What follows belongs to an exercise in optimizing a design on an open flow for small area, a short achievable clock period and few clock cycles; a production flow would make more cautious choices. For this run, only the layout was checked, not whether the RTL still works. The flow treats the clock pin as an ideal source, which a real chip does not have. Power figures rest on the tool's default switching activity, not on a simulated workload.

## flow/flow/opt_round.tcl

```tcl
# One round of setup repair on a placed (or clock-tree) stage's design: aim
# STEP above the worst slack, legalise, and write the design and its cell area
# and worst slack (to OUT.m). With STEP 0 only the port buffers are set to the
# smallest buffer (placement stage) and the design is measured.
set stage $::env(STAGE)
set res $::env(RES)
set plat $::env(FLOW_HOME)/platforms/$::env(FLOW_PLATFORM)
read_liberty $plat/lib/sky130_fd_sc_hd__tt_025C_1v80.lib
read_db $::env(IN)
read_sdc $res/$stage.sdc
source $plat/setRC.tcl
set_dont_use {sky130_fd_sc_hd__probe_p_8 sky130_fd_sc_hd__probec_p_8 sky130_fd_sc_hd__lpflow_*}
if { $stage == "4_cts" } {
  set_propagated_clock [all_clocks]
}
set step $::env(STEP)
if { $step == 0 } {
  if { $stage == "3_place" } {
    # the port buffers that buffer_ports chose are larger than the ports
    # need; start them at the smallest buffer and let the repair size them up
    set n 0
    foreach inst [[ord::get_db_block] getInsts] {
      set name [$inst getName]
      if { [regexp {^(input|output)[0-9]+$} $name]
           && [[$inst getMaster] getName] == "sky130_fd_sc_hd__clkdlybuf4s50_1" } {
        replace_cell $name sky130_fd_sc_hd__buf_1
        incr n
      }
    }
    puts "port buffers resized: $n"
    estimate_parasitics -placement
    repair_design
  }
} else {
  estimate_parasitics -placement
  set ws [sta::time_sta_ui [sta::worst_slack_cmd max]]
  set target [expr { $ws + $step }]
  puts "worst slack $ws, aiming at $target"
  repair_timing -setup -setup_margin $target -skip_gate_cloning
  if { $stage == "4_cts" } {
    repair_timing -hold -hold_margin 0.1
  }
  detailed_placement
  check_placement -verbose
}
estimate_parasitics -placement
set ws [sta::time_sta_ui [sta::worst_slack_cmd max]]
set area [rsz::design_area]
set area_um [expr { $area * 1e12 }]
report_worst_slack -max
report_worst_slack -min
report_design_area
set f [open "$::env(OUT).m" w]
puts $f "$area_um $ws"
close $f
write_db $::env(OUT)
```

## flow/standard.sh

```bash
#!/bin/bash
# synth_recipe.tcl (not shown) runs the flow's synth.tcl, then flattens the netlist and writes it again
# the make line also repeats each setting of config.mk as NAME=value (left out here)
make -C /OpenROAD-flow-scripts/flow DESIGN_CONFIG=/design/flow/config.mk WORK_HOME=/design/flow/orfs CLKGATE_MAP_FILE= SYNTH_SCRIPT=/design/flow/synth_recipe.tcl "${@:-finish}"
```

## flow/config.mk

```make
export PLATFORM = sky130hd
export DESIGN_NAME = source_tokenizer_unit
export DESIGN_NICKNAME = source_tokenizer_unit
export VERILOG_FILES = /design/flow/design.v
export SDC_FILE = /design/flow/constraint.sdc
export NUM_CORES = 4
export LEC_CHECK = 0
export CAP_MARGIN = 20
export CORE_MARGIN = 2
export CORE_UTILIZATION = 60
export PLACE_DENSITY = 0.75
export SLEW_MARGIN = 20
```

## flow/flow/run.sh

```bash
#!/bin/bash
set -euo pipefail
HERE=$(pwd)
RES=$HERE/orfs/results/$FLOW_PLATFORM/source_tokenizer_unit/base
OPT=$HERE/opt
mkdir -p "$OPT"

# $1: stage (3_place or 4_cts); $2: latency allowance added to the period
rounds() {
  local stage=$1 lat=$2
  cp "$RES/$stage.odb" "$OPT/${stage}_0.odb"
  STAGE=$stage RES="$RES" IN="$OPT/${stage}_0.odb" OUT="$OPT/${stage}_0.odb" STEP=0 \
    openroad -no_splash -exit "$HERE/flow/opt_round.tcl" > "$HERE/log_${stage}_round0.txt" 2>&1
  local best=0 bestq
  bestq=$(awk -v l="$lat" '{ printf "%.6f", $1 * (12 - $2 + l) }' "$OPT/${stage}_0.odb.m")
  local i prev q
  for i in $(seq 1 12); do
    prev=$((i - 1))
    STAGE=$stage RES="$RES" IN="$OPT/${stage}_$prev.odb" OUT="$OPT/${stage}_$i.odb" STEP=0.2 \
      openroad -no_splash -exit "$HERE/flow/opt_round.tcl" > "$HERE/log_${stage}_round$i.txt" 2>&1
    q=$(awk -v l="$lat" '{ printf "%.6f", $1 * (12 - $2 + l) }' "$OPT/${stage}_$i.odb.m")
    echo "$stage round $i: $(cat "$OPT/${stage}_$i.odb.m") proxy $q (best $bestq)" >> "$HERE/log_rounds.txt"
    if awk -v a="$q" -v b="$bestq" 'BEGIN { exit !(a < b * 0.998) }'; then
      best=$i; bestq=$q
    else
      break
    fi
  done
  echo "$stage: keeping round $best" >> "$HERE/log_rounds.txt"
  cp "$OPT/${stage}_$best.odb" "$RES/$stage.odb"
}

bash standard.sh synth floorplan place > "$HERE/log_std_place.txt" 2>&1
rounds 3_place 0.35
bash standard.sh cts > "$HERE/log_std_cts.txt" 2>&1
rounds 4_cts 0
bash standard.sh > "$HERE/log_std_finish.txt" 2>&1
```

## flow/design.v

```verilog
`timescale 1ns / 1ps
package stok_pkg;
    localparam int DefLineWidth   = 20;
    localparam int DefColumnWidth = 16;
    localparam int OutLineW       = 20;
    localparam int OutColW        = 16;
    localparam int QueueDepth     = 4;
    localparam int QueuePtrW      = $clog2(QueueDepth);
    localparam int NumKeywords    = 25;
    typedef enum logic [4:0] {
        M_IDLE, M_PEND, M_SHIFT, M_LCOMM, M_BCOMM, M_BSTAR, M_IDENT, M_ZERO,
        M_DEC, M_DOT, M_HEX, M_BIN, M_FRAC, M_EXPS, M_EXPD, M_STR, M_SESC,
        M_SHEX, M_COPEN, M_CESC, M_CHEX, M_CCLOSE, M_PRAGMA
    } t_lex_mode;
    localparam logic RK_TOKEN = 1'b0;
    localparam logic RK_TEXT  = 1'b1;
    localparam logic [6:0] TK_END     = 7'd0;
    localparam logic [6:0] TK_IDENT   = 7'd1;
    localparam logic [6:0] TK_INT     = 7'd2;
    localparam logic [6:0] TK_FLOAT   = 7'd3;
    localparam logic [6:0] TK_STR     = 7'd4;
    localparam logic [6:0] TK_CHAR    = 7'd5;
    localparam logic [6:0] TK_PRAGMA  = 7'd6;
    localparam logic [6:0] TK_ERROR   = 7'd7;
    localparam logic [6:0] TK_KW      = 7'd8;
    localparam logic [6:0] TK_LPAREN  = 7'd33;
    localparam logic [6:0] TK_RPAREN  = 7'd34;
    localparam logic [6:0] TK_LBRACE  = 7'd35;
    localparam logic [6:0] TK_RBRACE  = 7'd36;
    localparam logic [6:0] TK_LBRACK  = 7'd37;
    localparam logic [6:0] TK_RBRACK  = 7'd38;
    localparam logic [6:0] TK_COMMA   = 7'd39;
    localparam logic [6:0] TK_SEMI    = 7'd40;
    localparam logic [6:0] TK_COLON   = 7'd41;
    localparam logic [6:0] TK_DOT     = 7'd42;
    localparam logic [6:0] TK_QUEST   = 7'd43;
    localparam logic [6:0] TK_PLUS    = 7'd44;
    localparam logic [6:0] TK_INC     = 7'd45;
    localparam logic [6:0] TK_ADD_EQ  = 7'd46;
    localparam logic [6:0] TK_MINUS   = 7'd47;
    localparam logic [6:0] TK_ARROW   = 7'd48;
    localparam logic [6:0] TK_DECR    = 7'd49;
    localparam logic [6:0] TK_SUB_EQ  = 7'd50;
    localparam logic [6:0] TK_STAR    = 7'd51;
    localparam logic [6:0] TK_MUL_EQ  = 7'd52;
    localparam logic [6:0] TK_SLASH   = 7'd53;
    localparam logic [6:0] TK_DIV_EQ  = 7'd54;
    localparam logic [6:0] TK_PERCENT = 7'd55;
    localparam logic [6:0] TK_MOD_EQ  = 7'd56;
    localparam logic [6:0] TK_AMP     = 7'd57;
    localparam logic [6:0] TK_LAND    = 7'd58;
    localparam logic [6:0] TK_AND_EQ  = 7'd59;
    localparam logic [6:0] TK_PIPE    = 7'd60;
    localparam logic [6:0] TK_LOR     = 7'd61;
    localparam logic [6:0] TK_OR_EQ   = 7'd62;
    localparam logic [6:0] TK_CARET   = 7'd63;
    localparam logic [6:0] TK_XOR_EQ  = 7'd64;
    localparam logic [6:0] TK_TILDE   = 7'd65;
    localparam logic [6:0] TK_BANG    = 7'd66;
    localparam logic [6:0] TK_NE      = 7'd67;
    localparam logic [6:0] TK_LT      = 7'd68;
    localparam logic [6:0] TK_SHL     = 7'd69;
    localparam logic [6:0] TK_SHL_EQ  = 7'd70;
    localparam logic [6:0] TK_LE      = 7'd71;
    localparam logic [6:0] TK_GT      = 7'd72;
    localparam logic [6:0] TK_SHR     = 7'd73;
    localparam logic [6:0] TK_SHR_EQ  = 7'd74;
    localparam logic [6:0] TK_GE      = 7'd75;
    localparam logic [6:0] TK_ASSIGN  = 7'd76;
    localparam logic [6:0] TK_EQ      = 7'd77;
    function automatic logic is_alpha(input logic [7:0] c);
        is_alpha = (c >= "a" && c <= "z") || (c >= "A" && c <= "Z");
    endfunction
    function automatic logic is_digit(input logic [7:0] c);
        is_digit = c >= "0" && c <= "9";
    endfunction
    function automatic logic is_hex(input logic [7:0] c);
        is_hex = is_digit(c) || (c >= "a" && c <= "f") || (c >= "A" && c <= "F");
    endfunction
    function automatic logic [3:0] hex_val(input logic [7:0] c);
        logic [7:0] r;
        if (is_digit(c)) begin
            r = c - "0";
        end else if (c >= "a" && c <= "f") begin
            r = c - "a" + 8'd10;
        end else begin
            r = c - "A" + 8'd10;
        end
        hex_val = r[3:0];
    endfunction
    function automatic logic is_blank(input logic [7:0] c);
        is_blank = c == " " || c == 8'h09 || c == 8'h0D || c == 8'h0A;
    endfunction
    function automatic logic [6:0] op_now(input logic [7:0] c);
        logic [6:0] r;
        case (c)
            "(":     r = TK_LPAREN;
            ")":     r = TK_RPAREN;
            "{":     r = TK_LBRACE;
            "}":     r = TK_RBRACE;
            "[":     r = TK_LBRACK;
            "]":     r = TK_RBRACK;
            ",":     r = TK_COMMA;
            ";":     r = TK_SEMI;
            ":":     r = TK_COLON;
            ".":     r = TK_DOT;
            "?":     r = TK_QUEST;
            "~":     r = TK_TILDE;
            default: r = TK_END;
        endcase
        op_now = r;
    endfunction
    function automatic logic [6:0] op_alone(input logic [7:0] f);
        logic [6:0] r;
        case (f)
            "+":     r = TK_PLUS;
            "-":     r = TK_MINUS;
            "*":     r = TK_STAR;
            "/":     r = TK_SLASH;
            "%":     r = TK_PERCENT;
            "&":     r = TK_AMP;
            "|":     r = TK_PIPE;
            "^":     r = TK_CARET;
            "!":     r = TK_BANG;
            "<":     r = TK_LT;
            ">":     r = TK_GT;
            "=":     r = TK_ASSIGN;
            default: r = TK_END;
        endcase
        op_alone = r;
    endfunction
    function automatic logic [6:0] op_pair(input logic [7:0] f, input logic [7:0] b);
        logic [6:0] r;
        case (f)
            "+":     r = b == "+" ? TK_INC : b == "=" ? TK_ADD_EQ : TK_END;
            "-":     r = b == ">" ? TK_ARROW : b == "-" ? TK_DECR
                       : b == "=" ? TK_SUB_EQ : TK_END;
            "*":     r = b == "=" ? TK_MUL_EQ : TK_END;
            "/":     r = b == "=" ? TK_DIV_EQ : TK_END;
            "%":     r = b == "=" ? TK_MOD_EQ : TK_END;
            "&":     r = b == "&" ? TK_LAND : b == "=" ? TK_AND_EQ : TK_END;
            "|":     r = b == "|" ? TK_LOR : b == "=" ? TK_OR_EQ : TK_END;
            "^":     r = b == "=" ? TK_XOR_EQ : TK_END;
            "!":     r = b == "=" ? TK_NE : TK_END;
            "<":     r = b == "=" ? TK_LE : TK_END;
            ">":     r = b == "=" ? TK_GE : TK_END;
            "=":     r = b == "=" ? TK_EQ : TK_END;
            default: r = TK_END;
        endcase
        op_pair = r;
    endfunction
    function automatic logic [7:0] esc_code(input logic [7:0] e);
        logic [7:0] r;
        case (e)
            "n":     r = 8'h0A;
            "t":     r = 8'h09;
            "r":     r = 8'h0D;
            "0":     r = 8'h00;
            default: r = e;
        endcase
        esc_code = r;
    endfunction
endpackage
module stok_add #(
    parameter int W = 64
) (
    input  logic [W-1:0] i_a,
    input  logic [W-1:0] i_b,
    input  logic         i_ci,
    output logic [W:0]   o_s
);
    logic [W-1:0] p, g, gg, pp;
    logic [W:0]   c;
    always_comb begin
        p  = i_a ^ i_b;
        g  = i_a & i_b;
        gg = g;
        pp = p;
        for (int d = 1; d < W; d = d * 2) begin
            for (int i = 2 * d - 1; i < W; i = i + 2 * d) begin
                gg[i] = gg[i] | (pp[i] & gg[i - d]);
                pp[i] = pp[i] & pp[i - d];
            end
        end
        for (int d = W / 2; d >= 1; d = d / 2) begin
            for (int i = 3 * d - 1; i < W; i = i + 2 * d) begin
                gg[i] = gg[i] | (pp[i] & gg[i - d]);
                pp[i] = pp[i] & pp[i - d];
            end
        end
        c[0] = i_ci;
        for (int i = 0; i < W; i = i + 1) c[i + 1] = gg[i] | (pp[i] & i_ci);
        for (int i = 0; i < W; i = i + 1) o_s[i] = p[i] ^ c[i];
        o_s[W] = c[W];
    end
endmodule
`timescale 1ns / 1ps
module source_tokenizer_unit (
    input  logic        i_clk,
    input  logic        i_rst_n,
    input  logic        i_in_valid,
    input  logic [7:0]  i_src_byte,
    input  logic        i_end_of_input,
    output logic        o_in_stall,
    output logic        o_out_valid,
    output logic        o_result_kind,
    output logic [6:0]  o_token_kind,
    output logic [63:0] o_token_value,
    output logic [19:0] o_start_line,
    output logic [15:0] o_start_column,
    output logic        o_unterminated,
    output logic        o_last_of_run,
    input  logic        i_out_stall
);
    localparam logic [4:0] M_DOT2   = 5'd23;
    localparam logic [4:0] M_DOTTOK = 5'd24;
    logic       r_av, r_ae, r_sv, r_se;
    logic [7:0] r_ab, r_sb;
    logic [4:0]  r_mode;
    logic [19:0] r_tl, r_line;
    logic [15:0] r_tc, r_col;  
    logic        r_c1;         
    logic        r_tpend;    
    logic [63:0] r_acc;      
    logic        r_sat;      
    logic [24:0] r_kw;
    logic [3:0]  r_wl;
    logic        r_escd;
    logic        r_ov, r_ork, r_oun, r_olast;
    logic [7:0]  r_vl;       
    logic [6:0]  r_otk;
    logic [7:0]  r_ovb;
    logic en, step, consume, a_free;
    assign en   = !(r_ov && i_out_stall);
    assign step = r_av && en;
    logic [7:0]  b;
    logic        eoi;
    logic [24:0] kw_first, kw_next;
    logic [6:0]  kind_now;
    assign b   = r_ab;
    assign eoi = r_ae;
    always_comb begin
        kw_first[0] = (b == "f");
        kw_first[1] = (b == "r");
        kw_first[2] = (b == "i");
        kw_first[3] = (b == "e");
        kw_first[4] = (b == "w");
        kw_first[5] = (b == "d");
        kw_first[6] = (b == "f");
        kw_first[7] = (b == "b");
        kw_first[8] = (b == "c");
        kw_first[9] = (b == "s");
        kw_first[10] = (b == "p");
        kw_first[11] = (b == "i");
        kw_first[12] = (b == "c");
        kw_first[13] = (b == "s");
        kw_first[14] = (b == "e");
        kw_first[15] = (b == "c");
        kw_first[16] = (b == "n");
        kw_first[17] = (b == "d");
        kw_first[18] = (b == "n");
        kw_first[19] = (b == "t");
        kw_first[20] = (b == "f");
        kw_first[21] = (b == "e");
        kw_first[22] = (b == "v");
        kw_first[23] = (b == "s");
        kw_first[24] = (b == "w");
        case (r_wl)
            4'd1: kw_next[0] = r_kw[0] && (b == "n");
            default: kw_next[0] = 1'b0;
        endcase
        case (r_wl)
            4'd1: kw_next[1] = r_kw[1] && (b == "e");
            4'd2: kw_next[1] = r_kw[1] && (b == "t");
            4'd3: kw_next[1] = r_kw[1] && (b == "u");
            4'd4: kw_next[1] = r_kw[1] && (b == "r");
            4'd5: kw_next[1] = r_kw[1] && (b == "n");
            default: kw_next[1] = 1'b0;
        endcase
        case (r_wl)
            4'd1: kw_next[2] = r_kw[2] && (b == "f");
            default: kw_next[2] = 1'b0;
        endcase
        case (r_wl)
            4'd1: kw_next[3] = r_kw[3] && (b == "l");
            4'd2: kw_next[3] = r_kw[3] && (b == "s");
            4'd3: kw_next[3] = r_kw[3] && (b == "e");
            default: kw_next[3] = 1'b0;
        endcase
        case (r_wl)
            4'd1: kw_next[4] = r_kw[4] && (b == "h");
            4'd2: kw_next[4] = r_kw[4] && (b == "i");
            4'd3: kw_next[4] = r_kw[4] && (b == "l");
            4'd4: kw_next[4] = r_kw[4] && (b == "e");
            default: kw_next[4] = 1'b0;
        endcase
        case (r_wl)
            4'd1: kw_next[5] = r_kw[5] && (b == "o");
            default: kw_next[5] = 1'b0;
        endcase
        case (r_wl)
            4'd1: kw_next[6] = r_kw[6] && (b == "o");
            4'd2: kw_next[6] = r_kw[6] && (b == "r");
            default: kw_next[6] = 1'b0;
        endcase
        case (r_wl)
            4'd1: kw_next[7] = r_kw[7] && (b == "r");
            4'd2: kw_next[7] = r_kw[7] && (b == "e");
            4'd3: kw_next[7] = r_kw[7] && (b == "a");
            4'd4: kw_next[7] = r_kw[7] && (b == "k");
            default: kw_next[7] = 1'b0;
        endcase
        case (r_wl)
            4'd1: kw_next[8] = r_kw[8] && (b == "o");
            4'd2: kw_next[8] = r_kw[8] && (b == "n");
            4'd3: kw_next[8] = r_kw[8] && (b == "t");
            4'd4: kw_next[8] = r_kw[8] && (b == "i");
            4'd5: kw_next[8] = r_kw[8] && (b == "n");
            4'd6: kw_next[8] = r_kw[8] && (b == "u");
            4'd7: kw_next[8] = r_kw[8] && (b == "e");
            default: kw_next[8] = 1'b0;
        endcase
        case (r_wl)
            4'd1: kw_next[9] = r_kw[9] && (b == "t");
            4'd2: kw_next[9] = r_kw[9] && (b == "r");
            4'd3: kw_next[9] = r_kw[9] && (b == "u");
            4'd4: kw_next[9] = r_kw[9] && (b == "c");
            4'd5: kw_next[9] = r_kw[9] && (b == "t");
            default: kw_next[9] = 1'b0;
        endcase
        case (r_wl)
            4'd1: kw_next[10] = r_kw[10] && (b == "r");
            4'd2: kw_next[10] = r_kw[10] && (b == "o");
            4'd3: kw_next[10] = r_kw[10] && (b == "t");
            4'd4: kw_next[10] = r_kw[10] && (b == "o");
            4'd5: kw_next[10] = r_kw[10] && (b == "c");
            4'd6: kw_next[10] = r_kw[10] && (b == "o");
            4'd7: kw_next[10] = r_kw[10] && (b == "l");
            default: kw_next[10] = 1'b0;
        endcase
        case (r_wl)
            4'd1: kw_next[11] = r_kw[11] && (b == "m");
            4'd2: kw_next[11] = r_kw[11] && (b == "p");
            4'd3: kw_next[11] = r_kw[11] && (b == "l");
            default: kw_next[11] = 1'b0;
        endcase
        case (r_wl)
            4'd1: kw_next[12] = r_kw[12] && (b == "o");
            4'd2: kw_next[12] = r_kw[12] && (b == "m");
            4'd3: kw_next[12] = r_kw[12] && (b == "p");
            4'd4: kw_next[12] = r_kw[12] && (b == "o");
            4'd5: kw_next[12] = r_kw[12] && (b == "n");
            4'd6: kw_next[12] = r_kw[12] && (b == "e");
            4'd7: kw_next[12] = r_kw[12] && (b == "n");
            4'd8: kw_next[12] = r_kw[12] && (b == "t");
            default: kw_next[12] = 1'b0;
        endcase
        case (r_wl)
            4'd1: kw_next[13] = r_kw[13] && (b == "y");
            4'd2: kw_next[13] = r_kw[13] && (b == "s");
            4'd3: kw_next[13] = r_kw[13] && (b == "t");
            4'd4: kw_next[13] = r_kw[13] && (b == "e");
            4'd5: kw_next[13] = r_kw[13] && (b == "m");
            default: kw_next[13] = 1'b0;
        endcase
        case (r_wl)
            4'd1: kw_next[14] = r_kw[14] && (b == "x");
            4'd2: kw_next[14] = r_kw[14] && (b == "t");
            4'd3: kw_next[14] = r_kw[14] && (b == "e");
            4'd4: kw_next[14] = r_kw[14] && (b == "r");
            4'd5: kw_next[14] = r_kw[14] && (b == "n");
            default: kw_next[14] = 1'b0;
        endcase
        case (r_wl)
            4'd1: kw_next[15] = r_kw[15] && (b == "o");
            4'd2: kw_next[15] = r_kw[15] && (b == "n");
            4'd3: kw_next[15] = r_kw[15] && (b == "s");
            4'd4: kw_next[15] = r_kw[15] && (b == "t");
            default: kw_next[15] = 1'b0;
        endcase
        case (r_wl)
            4'd1: kw_next[16] = r_kw[16] && (b == "e");
            4'd2: kw_next[16] = r_kw[16] && (b == "w");
            default: kw_next[16] = 1'b0;
        endcase
        case (r_wl)
            4'd1: kw_next[17] = r_kw[17] && (b == "e");
            4'd2: kw_next[17] = r_kw[17] && (b == "l");
            4'd3: kw_next[17] = r_kw[17] && (b == "e");
            4'd4: kw_next[17] = r_kw[17] && (b == "t");
            4'd5: kw_next[17] = r_kw[17] && (b == "e");
            default: kw_next[17] = 1'b0;
        endcase
        case (r_wl)
            4'd1: kw_next[18] = r_kw[18] && (b == "u");
            4'd2: kw_next[18] = r_kw[18] && (b == "l");
            4'd3: kw_next[18] = r_kw[18] && (b == "l");
            default: kw_next[18] = 1'b0;
        endcase
        case (r_wl)
            4'd1: kw_next[19] = r_kw[19] && (b == "r");
            4'd2: kw_next[19] = r_kw[19] && (b == "u");
            4'd3: kw_next[19] = r_kw[19] && (b == "e");
            default: kw_next[19] = 1'b0;
        endcase
        case (r_wl)
            4'd1: kw_next[20] = r_kw[20] && (b == "a");
            4'd2: kw_next[20] = r_kw[20] && (b == "l");
            4'd3: kw_next[20] = r_kw[20] && (b == "s");
            4'd4: kw_next[20] = r_kw[20] && (b == "e");
            default: kw_next[20] = 1'b0;
        endcase
        case (r_wl)
            4'd1: kw_next[21] = r_kw[21] && (b == "n");
            4'd2: kw_next[21] = r_kw[21] && (b == "t");
            default: kw_next[21] = 1'b0;
        endcase
        case (r_wl)
            4'd1: kw_next[22] = r_kw[22] && (b == "o");
            4'd2: kw_next[22] = r_kw[22] && (b == "i");
            4'd3: kw_next[22] = r_kw[22] && (b == "d");
            default: kw_next[22] = 1'b0;
        endcase
        case (r_wl)
            4'd1: kw_next[23] = r_kw[23] && (b == "i");
            4'd2: kw_next[23] = r_kw[23] && (b == "z");
            4'd3: kw_next[23] = r_kw[23] && (b == "e");
            4'd4: kw_next[23] = r_kw[23] && (b == "o");
            4'd5: kw_next[23] = r_kw[23] && (b == "f");
            default: kw_next[23] = 1'b0;
        endcase
        case (r_wl)
            4'd1: kw_next[24] = r_kw[24] && (b == "o");
            4'd2: kw_next[24] = r_kw[24] && (b == "r");
            4'd3: kw_next[24] = r_kw[24] && (b == "l");
            4'd4: kw_next[24] = r_kw[24] && (b == "d");
            default: kw_next[24] = 1'b0;
        endcase
        kind_now = 7'd0;
        kind_now = kind_now | ((r_kw[24] && r_wl == 4'd5) ? 7'd32 : 7'd0);
        kind_now = kind_now | ((r_kw[23] && r_wl == 4'd6) ? 7'd31 : 7'd0);
        kind_now = kind_now | ((r_kw[22] && r_wl == 4'd4) ? 7'd30 : 7'd0);
        kind_now = kind_now | ((r_kw[21] && r_wl == 4'd3) ? 7'd29 : 7'd0);
        kind_now = kind_now | ((r_kw[20] && r_wl == 4'd5) ? 7'd28 : 7'd0);
        kind_now = kind_now | ((r_kw[19] && r_wl == 4'd4) ? 7'd27 : 7'd0);
        kind_now = kind_now | ((r_kw[18] && r_wl == 4'd4) ? 7'd26 : 7'd0);
        kind_now = kind_now | ((r_kw[17] && r_wl == 4'd6) ? 7'd25 : 7'd0);
        kind_now = kind_now | ((r_kw[16] && r_wl == 4'd3) ? 7'd24 : 7'd0);
        kind_now = kind_now | ((r_kw[15] && r_wl == 4'd5) ? 7'd23 : 7'd0);
        kind_now = kind_now | ((r_kw[14] && r_wl == 4'd6) ? 7'd22 : 7'd0);
        kind_now = kind_now | ((r_kw[13] && r_wl == 4'd6) ? 7'd21 : 7'd0);
        kind_now = kind_now | ((r_kw[12] && r_wl == 4'd9) ? 7'd20 : 7'd0);
        kind_now = kind_now | ((r_kw[11] && r_wl == 4'd4) ? 7'd19 : 7'd0);
        kind_now = kind_now | ((r_kw[10] && r_wl == 4'd8) ? 7'd18 : 7'd0);
        kind_now = kind_now | ((r_kw[9] && r_wl == 4'd6) ? 7'd17 : 7'd0);
        kind_now = kind_now | ((r_kw[8] && r_wl == 4'd8) ? 7'd16 : 7'd0);
        kind_now = kind_now | ((r_kw[7] && r_wl == 4'd5) ? 7'd15 : 7'd0);
        kind_now = kind_now | ((r_kw[6] && r_wl == 4'd3) ? 7'd14 : 7'd0);
        kind_now = kind_now | ((r_kw[5] && r_wl == 4'd2) ? 7'd13 : 7'd0);
        kind_now = kind_now | ((r_kw[4] && r_wl == 4'd5) ? 7'd12 : 7'd0);
        kind_now = kind_now | ((r_kw[3] && r_wl == 4'd4) ? 7'd11 : 7'd0);
        kind_now = kind_now | ((r_kw[2] && r_wl == 4'd2) ? 7'd10 : 7'd0);
        kind_now = kind_now | ((r_kw[1] && r_wl == 4'd6) ? 7'd9 : 7'd0);
        kind_now = kind_now | ((r_kw[0] && r_wl == 4'd2) ? 7'd8 : 7'd0);
        if (kind_now == 7'd0) kind_now = stok_pkg::TK_IDENT;
    end
    logic c_blank, c_alpha, c_digit, c_hex, c_idch, c_zero_idle, c_isop, c_isal;
    logic [3:0] c_hv;
    logic [6:0] c_opnow, c_opal;
    logic [7:0] nb;
    logic [7:0] n_cls, r_cls;
    always_comb begin
        nb = r_sv ? r_sb : i_src_byte;
        n_cls[0] = stok_pkg::is_blank(nb);
        n_cls[1] = stok_pkg::is_alpha(nb) || nb == "_";
        n_cls[2] = stok_pkg::is_digit(nb);
        n_cls[3] = stok_pkg::is_hex(nb);
        n_cls[4] = n_cls[1] || n_cls[2];
        n_cls[5] = stok_pkg::op_now(nb) != stok_pkg::TK_END;
        n_cls[6] = stok_pkg::op_alone(nb) != stok_pkg::TK_END;
        n_cls[7] = n_cls[0] || nb == "\"" || nb == "'" || nb == "#" || n_cls[6];
    end
    always_comb begin
        c_blank     = r_cls[0];
        c_alpha     = r_cls[1];
        c_digit     = r_cls[2];
        c_hex       = r_cls[3];
        c_idch      = r_cls[4];
        c_isop      = r_cls[5];
        c_isal      = r_cls[6];
        c_zero_idle = r_cls[7];
        c_hv        = b[6] ? b[3:0] + 4'd9 : b[3:0];
        c_opnow     = stok_pkg::op_now(b);
        c_opal      = stok_pkg::op_alone(b);
    end
    always_comb begin
        case ({r_acc[1:0], b[2:0]})
            5'd0: lo4 = 4'd0;
            5'd1: lo4 = 4'd1;
            5'd2: lo4 = 4'd2;
            5'd3: lo4 = 4'd3;
            5'd4: lo4 = 4'd4;
            5'd5: lo4 = 4'd5;
            5'd6: lo4 = 4'd6;
            5'd7: lo4 = 4'd7;
            5'd8: lo4 = 4'd2;
            5'd9: lo4 = 4'd3;
            5'd10: lo4 = 4'd4;
            5'd11: lo4 = 4'd5;
            5'd12: lo4 = 4'd6;
            5'd13: lo4 = 4'd7;
            5'd14: lo4 = 4'd8;
            5'd15: lo4 = 4'd9;
            5'd16: lo4 = 4'd4;
            5'd17: lo4 = 4'd5;
            5'd18: lo4 = 4'd6;
            5'd19: lo4 = 4'd7;
            5'd20: lo4 = 4'd8;
            5'd21: lo4 = 4'd9;
            5'd22: lo4 = 4'd10;
            5'd23: lo4 = 4'd11;
            5'd24: lo4 = 4'd6;
            5'd25: lo4 = 4'd7;
            5'd26: lo4 = 4'd8;
            5'd27: lo4 = 4'd9;
            5'd28: lo4 = 4'd10;
            5'd29: lo4 = 4'd11;
            5'd30: lo4 = 4'd12;
            5'd31: lo4 = 4'd13;
            default: lo4 = 4'd0;
        endcase
    end
    assign add_ci = b[3] | lo4[3];
    stok_add #(.W(64)) u_add (
        .i_a (r_acc),
        .i_b ({2'd0, r_acc[63:2]}),
        .i_ci(add_ci),
        .o_s (sum65)
    );
    logic [4:0]  s_mode;
    logic        s_done, s_emit, s_rk, s_un, s_last, s_vacc;
    logic [6:0]  s_tk;
    logic [7:0]  s_vb;
    logic [1:0]  s_tsel;    
    logic        s_tpend;
    logic [63:0] s_acc;
    logic        s_sat;
    logic [24:0] s_kw;
    logic [3:0]  s_wl;
    logic        s_escd;
    logic        s_eol;     
    logic [7:0]  f;
    logic [6:0]  k;
    logic [67:0] m;
    logic [3:0]  lo4;
    logic [64:0] sum65;
    logic        add_ci;
    logic [7:0]  e;
    logic        cl, cl_vacc, cl_un, tx;
    logic [6:0]  cl_tk;
    logic [7:0]  tx_v;
    always_comb begin
        s_mode  = r_mode;
        s_done  = 1'b1;
        s_emit  = 1'b0;
        s_rk    = stok_pkg::RK_TOKEN;
        s_tk    = stok_pkg::TK_END;
        s_un    = 1'b0;
        s_last  = 1'b1;
        s_vacc  = 1'b0;
        s_vb    = 8'd0;
        s_tsel  = r_tpend ? 2'd2 : 2'd0;
        s_tpend = 1'b0;
        s_acc   = r_acc;
        s_sat   = r_sat;
        s_kw    = r_kw;
        s_wl    = r_wl;
        s_escd  = r_escd;
        s_eol   = 1'b0;
        f       = r_acc[7:0];
        k       = stok_pkg::TK_END;
        m       = 68'd0;
        e       = 8'd0;
        cl      = 1'b0;
        cl_tk   = stok_pkg::TK_END;
        cl_vacc = 1'b0;
        cl_un   = 1'b0;
        tx      = 1'b0;
        tx_v    = 8'd0;
        case (r_mode)
            stok_pkg::M_IDLE, stok_pkg::M_LCOMM, stok_pkg::M_BCOMM, stok_pkg::M_BSTAR: begin
                if (r_mode == stok_pkg::M_IDLE) s_tsel = 2'd1;
                if (eoi) begin
                    s_tsel = 2'd1;
                    s_emit = 1'b1; s_tk = stok_pkg::TK_END; s_mode = stok_pkg::M_IDLE; s_eol = 1'b1;
                end else if (r_mode == stok_pkg::M_LCOMM) begin
                    if (b == 8'h0A) s_mode = stok_pkg::M_IDLE;
                end else if (r_mode == stok_pkg::M_BCOMM) begin
                    if (b == "*") s_mode = stok_pkg::M_BSTAR;
                end else if (r_mode == stok_pkg::M_BSTAR) begin
                    if (b == "/") s_mode = stok_pkg::M_IDLE;
                    else if (b != "*") s_mode = stok_pkg::M_BCOMM;
                end else if (c_blank) begin
                    s_mode = stok_pkg::M_IDLE;
                end else if (c_alpha) begin
                    s_mode = stok_pkg::M_IDENT;
                    s_kw = kw_first;
                    s_wl = 4'd1;
                    begin tx = 1'b1; tx_v = b; end
                end else if (c_digit) begin
                    s_acc = {60'd0, b[3:0]};
                    s_sat = 1'b0;
                    s_mode = (b == "0") ? stok_pkg::M_ZERO : stok_pkg::M_DEC;
                    begin tx = 1'b1; tx_v = b; end
                end else if (b == "\"") begin
                    s_mode = stok_pkg::M_STR;
                end else if (b == "'") begin
                    s_mode = stok_pkg::M_COPEN;
                end else if (b == "#") begin
                    s_mode = stok_pkg::M_PRAGMA;
                end else if (c_isop) begin
                    s_emit = 1'b1; s_tk = c_opnow;
                end else if (c_isal) begin
                    s_acc[7:0] = b;
                    s_mode = stok_pkg::M_PEND;
                end else begin
                    s_emit = 1'b1; s_tk = stok_pkg::TK_ERROR; s_vb = b; s_un = 1'b1;
                end
            end
            stok_pkg::M_PEND: begin
                k = stok_pkg::op_pair(f, b);
                if (eoi) begin
                    begin cl = 1'b1; cl_tk = stok_pkg::op_alone(f); cl_vacc = 1'b0; cl_un = 1'b0; end
                end else if (f == "/" && b == "/") begin
                    s_mode = stok_pkg::M_LCOMM;
                end else if (f == "/" && b == "*") begin
                    s_mode = stok_pkg::M_BCOMM;
                end else if ((f == "<" || f == ">") && b == f) begin
                    s_mode = stok_pkg::M_SHIFT;
                end else if (k != stok_pkg::TK_END) begin
                    s_emit = 1'b1; s_tk = k; s_mode = stok_pkg::M_IDLE;
                end else begin
                    begin cl = 1'b1; cl_tk = stok_pkg::op_alone(f); cl_vacc = 1'b0; cl_un = 1'b0; end
                end
            end
            stok_pkg::M_SHIFT: begin
                if (!eoi && b == "=") begin
                    s_emit = 1'b1; s_tk = (f == "<") ? stok_pkg::TK_SHL_EQ : stok_pkg::TK_SHR_EQ; s_mode = stok_pkg::M_IDLE;
                end else begin
                    begin cl = 1'b1; cl_tk = (f == "<") ? stok_pkg::TK_SHL : stok_pkg::TK_SHR; cl_vacc = 1'b0; cl_un = 1'b0; end
                end
            end
            stok_pkg::M_IDENT: begin
                if (!eoi && c_idch) begin
                    s_kw = kw_next;
                    s_wl = s_wl + 4'd1;
                    begin tx = 1'b1; tx_v = b; end
                end else begin
                    begin cl = 1'b1; cl_tk = kind_now; cl_vacc = 1'b0; cl_un = 1'b0; end
                end
            end
            stok_pkg::M_ZERO, stok_pkg::M_DEC: begin
                m = {sum65, lo4[2:0]};
                if (eoi) begin
                    begin cl = 1'b1; cl_tk = stok_pkg::TK_INT; cl_vacc = 1'b1; cl_un = 1'b0; end
                end else if (r_mode == stok_pkg::M_ZERO && (b == "x" || b == "X")) begin
                    s_mode = stok_pkg::M_HEX;
                    begin tx = 1'b1; tx_v = b; end
                end else if (r_mode == stok_pkg::M_ZERO && (b == "b" || b == "B")) begin
                    s_mode = stok_pkg::M_BIN;
                    begin tx = 1'b1; tx_v = b; end
                end else if (c_digit) begin
                    s_mode = stok_pkg::M_DEC;
                    s_acc = m[63:0];
                    s_sat = r_sat || m[67:64] != 4'd0;
                    begin tx = 1'b1; tx_v = b; end
                end else if (b == ".") begin
                    s_mode = stok_pkg::M_DOT;
                end else if (b == "e" || b == "E") begin
                    s_mode = stok_pkg::M_EXPS;
                    begin tx = 1'b1; tx_v = b; end
                end else begin
                    begin cl = 1'b1; cl_tk = stok_pkg::TK_INT; cl_vacc = 1'b1; cl_un = 1'b0; end
                end
            end
            stok_pkg::M_DOT: begin
                if (!eoi && c_digit) begin
                    begin tx = 1'b1; tx_v = 8'h2E; end
                    s_last = 1'b0;
                    s_done = 1'b0;
                    s_mode = M_DOT2;
                end else begin
                    s_emit = 1'b1; s_tk = stok_pkg::TK_INT; s_vacc = 1'b1; s_last = 1'b0;
                    s_done = 1'b0;
                    s_mode = M_DOTTOK;
                end
            end
            M_DOT2: begin
                begin tx = 1'b1; tx_v = b; end
                s_mode = stok_pkg::M_FRAC;
            end
            M_DOTTOK: begin
                s_tsel = 2'd2;
                begin cl = 1'b1; cl_tk = stok_pkg::TK_DOT; cl_vacc = 1'b0; cl_un = 1'b0; end
            end
            stok_pkg::M_HEX: begin
                if (!eoi && c_hex) begin
                    s_sat = r_sat || r_acc[63:60] != 4'd0;
                    s_acc = {r_acc[59:0], c_hv};
                    begin tx = 1'b1; tx_v = b; end
                end else begin
                    begin cl = 1'b1; cl_tk = stok_pkg::TK_INT; cl_vacc = 1'b1; cl_un = 1'b0; end
                end
            end
            stok_pkg::M_BIN: begin
                if (!eoi && (b == "0" || b == "1")) begin
                    s_sat = r_sat || r_acc[63];
                    s_acc = {r_acc[62:0], b[0]};
                    begin tx = 1'b1; tx_v = b; end
                end else begin
                    begin cl = 1'b1; cl_tk = stok_pkg::TK_INT; cl_vacc = 1'b1; cl_un = 1'b0; end
                end
            end
            stok_pkg::M_FRAC, stok_pkg::M_EXPS, stok_pkg::M_EXPD: begin
                if (!eoi && c_digit) begin
                    if (r_mode == stok_pkg::M_EXPS) s_mode = stok_pkg::M_EXPD;
                    begin tx = 1'b1; tx_v = b; end
                end else if (!eoi && r_mode == stok_pkg::M_FRAC && (b == "e" || b == "E")) begin
                    s_mode = stok_pkg::M_EXPS;
                    begin tx = 1'b1; tx_v = b; end
                end else if (!eoi && r_mode == stok_pkg::M_EXPS && (b == "+" || b == "-")) begin
                    s_mode = stok_pkg::M_EXPD;
                    begin tx = 1'b1; tx_v = b; end
                end else begin
                    begin cl = 1'b1; cl_tk = stok_pkg::TK_FLOAT; cl_vacc = 1'b0; cl_un = 1'b0; end
                end
            end
            stok_pkg::M_STR: begin
                if (eoi) begin
                    begin cl = 1'b1; cl_tk = stok_pkg::TK_STR; cl_vacc = 1'b0; cl_un = 1'b1; end
                end else if (b == "\"") begin
                    s_emit = 1'b1; s_tk = stok_pkg::TK_STR; s_mode = stok_pkg::M_IDLE;
                end else if (b == "\\") begin
                    s_mode = stok_pkg::M_SESC;
                end else begin
                    begin tx = 1'b1; tx_v = b; end
                end
            end
            stok_pkg::M_SESC: begin
                if (eoi) begin
                    begin cl = 1'b1; cl_tk = stok_pkg::TK_STR; cl_vacc = 1'b0; cl_un = 1'b1; end
                end else if (b == "x") begin
                    s_acc = 64'd0;
                    s_sat = 1'b0;
                    s_escd = 1'b0;
                    s_mode = stok_pkg::M_SHEX;
                end else begin
                    begin tx = 1'b1; tx_v = stok_pkg::esc_code(b); end
                    s_mode = stok_pkg::M_STR;
                end
            end
            stok_pkg::M_SHEX: begin
                e = {r_acc[3:0], c_hv};
                if (!eoi && c_hex) begin
                    s_acc = {r_acc[59:0], c_hv};
                    s_escd = 1'b1;
                    if (r_escd) begin
                        s_emit = 1'b1; s_rk = stok_pkg::RK_TEXT; s_vacc = 1'b1;
                        s_mode = stok_pkg::M_STR;
                    end
                end else begin
                    s_emit = 1'b1; s_rk = stok_pkg::RK_TEXT; s_vacc = 1'b1;
                    if (!eoi && b == "\\") begin
                        s_mode = stok_pkg::M_SESC;
                    end else begin
                        s_mode = stok_pkg::M_STR;
                        s_done = 1'b0;
                        s_last = 1'b0;
                    end
                end
            end
            stok_pkg::M_COPEN, stok_pkg::M_CESC: begin
                if (eoi) begin
                    begin cl = 1'b1; cl_tk = stok_pkg::TK_CHAR; cl_vacc = 1'b0; cl_un = 1'b1; end
                end else if (r_mode == stok_pkg::M_COPEN && b == "\\") begin
                    s_mode = stok_pkg::M_CESC;
                end else if (r_mode == stok_pkg::M_CESC && b == "x") begin
                    s_acc = 64'd0;
                    s_sat = 1'b0;
                    s_escd = 1'b0;
                    s_mode = stok_pkg::M_CHEX;
                end else begin
                    s_acc = {56'd0, (r_mode == stok_pkg::M_CESC) ? stok_pkg::esc_code(b) : b};
                    s_sat = 1'b0;
                    s_mode = stok_pkg::M_CCLOSE;
                end
            end
            stok_pkg::M_CHEX: begin
                e = {r_acc[3:0], c_hv};
                if (!eoi && c_hex) begin
                    s_acc = {r_acc[59:0], c_hv};
                    s_escd = 1'b1;
                    if (r_escd) s_mode = stok_pkg::M_CCLOSE;
                end else if (!eoi && b == "'") begin
                    s_emit = 1'b1; s_tk = stok_pkg::TK_CHAR; s_vacc = 1'b1; s_mode = stok_pkg::M_IDLE;
                end else begin
                    begin cl = 1'b1; cl_tk = stok_pkg::TK_CHAR; cl_vacc = 1'b1; cl_un = 1'b1; end
                end
            end
            stok_pkg::M_CCLOSE: begin
                if (!eoi && b == "'") begin
                    s_emit = 1'b1; s_tk = stok_pkg::TK_CHAR; s_vacc = 1'b1; s_mode = stok_pkg::M_IDLE;
                end else begin
                    begin cl = 1'b1; cl_tk = stok_pkg::TK_CHAR; cl_vacc = 1'b1; cl_un = 1'b1; end
                end
            end
            stok_pkg::M_PRAGMA: begin
                if (eoi) begin
                    begin cl = 1'b1; cl_tk = stok_pkg::TK_PRAGMA; cl_vacc = 1'b0; cl_un = 1'b0; end
                end else if (b == 8'h0A) begin
                    s_emit = 1'b1; s_tk = stok_pkg::TK_PRAGMA; s_mode = stok_pkg::M_IDLE;
                end else begin
                    begin tx = 1'b1; tx_v = b; end
                end
            end
            default: begin
                s_mode = stok_pkg::M_IDLE;
                s_done = 1'b0;
            end
        endcase
        if (r_sat && (r_mode == stok_pkg::M_ZERO || r_mode == stok_pkg::M_DEC
                      || r_mode == stok_pkg::M_DOT || r_mode == stok_pkg::M_HEX
                      || r_mode == stok_pkg::M_BIN)) begin
            s_acc = '1;
        end
        if (tx) begin
            s_emit = 1'b1; s_rk = stok_pkg::RK_TEXT; s_tk = stok_pkg::TK_END; s_vb = tx_v;
        end
        if (cl) begin
            s_emit = 1'b1; s_rk = stok_pkg::RK_TOKEN; s_tk = cl_tk; s_vacc = cl_vacc;
            s_un = cl_un; s_mode = stok_pkg::M_IDLE;
            if (eoi) begin
                s_done = 1'b0; s_last = 1'b0;
            end else begin
                s_last = c_zero_idle;
                if (c_blank) begin
                    s_done = 1'b1;
                end else if (b == "\"") begin
                    s_done = 1'b1; s_mode = stok_pkg::M_STR; s_tpend = 1'b1;
                end else if (b == "'") begin
                    s_done = 1'b1; s_mode = stok_pkg::M_COPEN; s_tpend = 1'b1;
                end else if (b == "#") begin
                    s_done = 1'b1; s_mode = stok_pkg::M_PRAGMA; s_tpend = 1'b1;
                end else if (c_isal && !cl_vacc) begin
                    s_done = 1'b1; s_mode = stok_pkg::M_PEND; s_tpend = 1'b1;
                    s_acc[7:0] = b;
                end else begin
                    s_done = 1'b0;
                end
            end
        end
    end
    logic [15:0] ccol, col_inc;
    logic [19:0] line_inc;
    always_comb begin
        for (int i = 0; i < 16; i = i + 1) col_inc[i] = r_col[i] ^ (&(r_col | ~((16'd1 << i) - 16'd1)));
        for (int i = 0; i < 20; i = i + 1) line_inc[i] = r_line[i] ^ (&(r_line | ~((20'd1 << i) - 20'd1)));
        ccol = r_c1 ? 16'd1 : ((&r_col) ? r_col : col_inc);
    end
    assign consume = step && s_done;
    assign a_free  = !r_av || (s_done && !r_ov) || (s_done && !i_out_stall);
    always_ff @(posedge i_clk) begin
        if (!i_rst_n) begin
            r_av <= 1'b0;
            r_sv <= 1'b0;
        end else begin
            if (a_free) r_av <= r_sv || i_in_valid;
            r_sv <= !a_free && (r_sv || i_in_valid);
        end
    end
    always_ff @(posedge i_clk) begin
        if (!r_sv) begin
            r_sb <= i_src_byte;
            r_se <= i_end_of_input;
        end
        if (a_free) begin
            r_ab  <= nb;
            r_ae  <= r_sv ? r_se : i_end_of_input;
            r_cls <= n_cls;
        end
    end
    assign o_in_stall = r_sv;
    always_ff @(posedge i_clk) begin
        if (!i_rst_n) begin
            r_mode  <= stok_pkg::M_IDLE;
            r_line  <= 20'd1;
            r_c1    <= 1'b1;
            r_tpend <= 1'b0;
            r_ov    <= 1'b0;
        end else if (en) begin
            r_ov <= step && s_emit;
            if (step) begin
                r_mode  <= s_mode;
                r_tpend <= s_tpend;
                if (s_done) begin
                    r_col <= ccol;
                    r_c1  <= s_eol || b == 8'h0A;
                    if (s_eol) begin
                        r_line <= 20'd1;
                    end else if (b == 8'h0A && !(&r_line)) begin
                        r_line <= line_inc;
                    end
                end
            end
        end
    end
    always_ff @(posedge i_clk) begin
        if (step) begin
            r_acc  <= s_acc;
            r_sat  <= s_sat;
            r_kw   <= s_kw;
            r_wl   <= s_wl;
            r_escd <= s_escd;
            case (s_tsel)
                2'd1: begin r_tl <= r_line; r_tc <= ccol; end
                2'd2: begin r_tl <= r_line; r_tc <= r_col; end
                default: ;
            endcase
            r_ork   <= s_rk;
            r_otk   <= s_tk;
            r_oun   <= s_un;
            r_olast <= s_last;
            r_vl[0] <= s_vacc;
            for (int k = 1; k < 8; k = k + 1) r_vl[k] <= s_vacc && (r_sat || r_acc[8*k +: 8] != 8'd0);
            r_ovb   <= s_vb;
        end
    end
    assign o_out_valid    = r_ov;
    assign o_result_kind  = r_ork;
    assign o_token_kind   = r_otk;
    always_comb begin
        for (int k = 0; k < 8; k = k + 1) o_token_value[8*k +: 8] = r_acc[8*k +: 8] & {8{r_vl[k]}};
        o_token_value[7:0] = o_token_value[7:0] | r_ovb;
    end
    assign o_start_line   = r_tl;
    assign o_start_column = r_tc;
    assign o_unterminated = r_oun;
    assign o_last_of_run  = r_olast;
endmodule
```

## flow/constraint.sdc

```tcl
create_clock -name core_clock -period 12.0 [get_ports {i_clk}]
set_input_delay 2.4000 -clock core_clock [delete_from_list [all_inputs] [get_ports {i_clk}]]
set_output_delay 2.4000 -clock core_clock [all_outputs]
set_load 0.01 [all_outputs]
```

==> results.yml <==
outcome:
  status: "no timing/DRC/antenna violations"
global_routing:
  grt_max_degree: 66
  grt_pass1_wl_mm: 97.03
  grt.overflow.total: 0
  met3_usage_pct: 8.816
  antenna_found_initial: 0
  grt_pass1_vias: 17226
  grt_use_met1_pct: 52.69
  use_met2_pct: 63.16
  gr-max-usage-layer: "met2"
  track_usage_pct: 40.20
final_layout:
  final_common_cell: "edfxtp_1"
  nNetsFinal: 2214
  area_delta_synth_final_pct: 13.78
  n_antenna_cell: 0
  instances_no_fill: 2521
  layout-drive-gt1-share_pct: 11.04
  layout_common_cells: "edfxtp_1, o21ai_0, nand2_1"
route:
  detail_route.wirelength_mm: 62.74
  ant_nets: 0
  drc: 0
  avgViaCountPerCell: 7.206
  wire_per_inst_um: 24.88
  drt_pass1_iterations: 7
  drt_iter0_drc: 3270
  via_count: 18166
placement:
  portBuffers: 124
  placed_cells: 2403
  dp_slack_ns: 6.796
  gp_congestion: 1.028
  dp_hpwl_mm: 41.46
power_and_ir_drop:
  power.switching_uw: 2254
  ir_drop_mv: 0.1739
  powerDensity_nw_per_um2: 244.0
  clockPowerShare_pct: 16.4
  pwr-share-comb_pct: 55.1
  p_int_uw: 2553
  switching_share_pct: 46.89
  p_seq_share_pct: 28.5
  p_leak_uw: 0.007091
floorplan:
  chipHeight_um: 173.9
  fp.dieW_um: 173.9
  io_pins: 125
  core_area_um2: 28550
  start_util_pct: 60.65
  row_count: 62
  die_area_um2: 30230
sta:
  hold_violations: 0
  fin_crit_ns: 4.065
  setup-tns-final_ns: 0
  rsz0062_at_grt: "false"
  clock_skew_ns: 0.01139
  max_freq_mhz: 246.0
  setup_ws_ns: 7.935
  hold_slack_ns: 0.4776
  slew_viol_final: 0
  relSlewSlack_pct: 27.39
  min_period_over_period_pct: 33.88
  setup-violations-final: 0
  worst_slew_pin_slew_ns: 1.089
synth:
  synth_seq_cells: 229
  synthCells: 1996
  ys.warnings.count: 2
  synthesis.area_um2: 17310
  ys.flop_type: "edfxtp_1"
  synth-edff-count: 190
  yosysUniqueCellTypes: 91
  syn_area_per_cell_um2: 8.674
  async_reset_ff_share_pct: 0
  seq_area_frac_synth_pct: 37.46
  syn-num-nets: 2092
cts:
  htreeDepth: 1
  clk_pin_slew_ns: 0.07
  cts_buffer_depth: 3
  postCtsSetupBuffers: 0
  cts_made_buffers: 25
  ctsResizeCount: 0
  clock_sinks: 229
  hold_buffers: 0
  clk_latency_ns: 0.55
  clk_root_buffer_cell: "clkbuf_16"
  cts_tree: "done"
worst_setup_path:
  cp_common_cell: "nor2_1"
  cp.arrival_ns: 4.25
  critPathLaunchType: "register"
  critPathLaunch: "r_ae$_DFFE_PP_"
  crit_chain: "buf_4 -> inv_1 -> buf_4 -> nand2_1 -> nor2_1 -> nor2_1 -> nor2_1 -> o211ai_1 -> a211oi_1 -> a31oi_1 -> nor2_4 -> buf_6"
  required_ns: 12.18
  critPathBufInv: 4
  end_kind: "register"
  path_class: "register to register"
  r2r_start: "r_ae$_DFFE_PP_"
  critPathMaxStageDelay_ns: 0.53
  slowest_stage: "a211oi_1"
  critPathMaxFanout: 56
  cp_top_family: "buffers and inverters"
worst_hold_path:
  hp-class: "register to register"
  min_from: "r_line[1]$_SDFFE_PN0P_"
run:
  maxCapViolations: 0
path summary, 6_finish.rpt:
check	end	slack [ns]	cells after the start
setup reg to reg	r_acc[8]$_SDFFCE_PP1P_	7.93	12
setup / recovery	r_acc[8]$_SDFFCE_PP1P_	7.93	12
hold / removal	r_tl[1]$_DFFE_PP_	0.48	0
hold reg to reg	r_tl[1]$_DFFE_PP_	0.48	0
logic make-up after synthesis:
family,synth area share (%)
flops,37.46
fa+ha+maj,6.100
compound gates,24.83
buf+inv,4.069
mux,1.164
simple gates,22.37
xor+xnor,3.997
synthesized netlist by cell type, types with 25 or more instances:
| library cell | count | area share, % |
|---|---|---|
| edfxtp_1 | 190 | 33 |
| o21ai_0 | 187 | 5.4 |
| nand2_1 | 179 | 3.9 |
| nor2_1 | 169 | 3.7 |
| a21oi_1 | 139 | 4.0 |
| clkbuf_1 | 97 | 2.1 |
| nand3_1 | 86 | 2.5 |
| ha_1 | 82 | 5.9 |
| and2_1 | 69 | 2.5 |
| a221oi_1 | 63 | 3.2 |
| nor3_1 | 55 | 1.6 |
| inv_1 | 47 | 1.0 |
| xnor2_1 | 40 | 2.0 |
| dfxtp_1 | 39 | 4.5 |
| xor2_1 | 39 | 2.0 |
| a21o_1 | 37 | 1.6 |
| nand4_1 | 29 | 1.0 |
| o31ai_1 | 26 | 1.1 |
| o22ai_1 | 25 | 0.90 |
metrics by stage:
step | cell area, um^2 | utilization [%] | power (uW)
5_1_grt | 19700 | 69.00 | 5021
6_report | 19700 | 69.00 | 4807
3_5_place_dp | 18760 | 65.71 | 3758
4_1_cts | 19620 | 68.72 | 4664
3_3_place_gp | 18740 | 65.66 | 3683
2_1_floorplan | 17310 | - | 2937
area by class of cell:
cell class / count / area (um^2)
tap: 384 / 480.5
inverter: 49 / 187.7
clock buffer: 30 / 675.6
multi-input combinational: 1592 / 10450
sequential: 229 / 6491
clock inverter: 16 / 147.6
fill: 2251 / 8848
timing repair buffer: 221 / 1265
power groups by stage:
stage | logic (uW) | registers (uW) | clock network [uW]
2_1_floorplan | 1640 | 1300 | 0
3_3_place_gp | 2240 | 1440 | 0
3_5_place_dp | 2300 | 1460 | 0
4_1_cts | 2500 | 1370 | 790
5_1_grt | 2810 | 1390 | 821
6_report | 2650 | 1370 | 789
per-layer routing:
layer | share of wire, % | vias to the layer above
li1 | - | 7862
met1 | 38 | 8564
met2 | 45 | 1442
met3 | 12 | 298
met4 | 5.7 | 0
met5 | 0 | -
registers in the layout (all words and copies together), names as in the netlist, 5 cells and up:
name    cells
r_col      16
r_tl       20
r_cls       8
r_kw       25
r_line     20
r_sb        8
r_otk       7
r_ab        8
r_mode      5
r_vl        8
r_acc      64
r_ovb       8
r_tc       16

[separate check: timing with driven ports]
The flow's constraints put no driver on any port. The routed layout listed below was extracted and timed again, unchanged, in two steps.
Step 1, drivers: a clkbuf_16 drives i_clk and a buf_2 each remaining input, both assumed.
Step 2 moves the port delays by t, midway between the first and last clock arrival at a register: inputs arrive t later, outputs are due t later. That takes back most of the time a late clock gives input paths.
Three values: no drivers, after step 1, after step 2; two values: the first two.
t, ns: 0.595
setup slack, ns: 7.935 / 7.935 / 7.935
worst hold slack (ns): 0.478 / 0.478 / 0.478
clock arrival spread, ns: 0.013 / 0.013
After both steps setup and hold are still met in this run. The setup slack of this run moves by 0.000 ns with the drivers and by 0.000 ns with both steps.
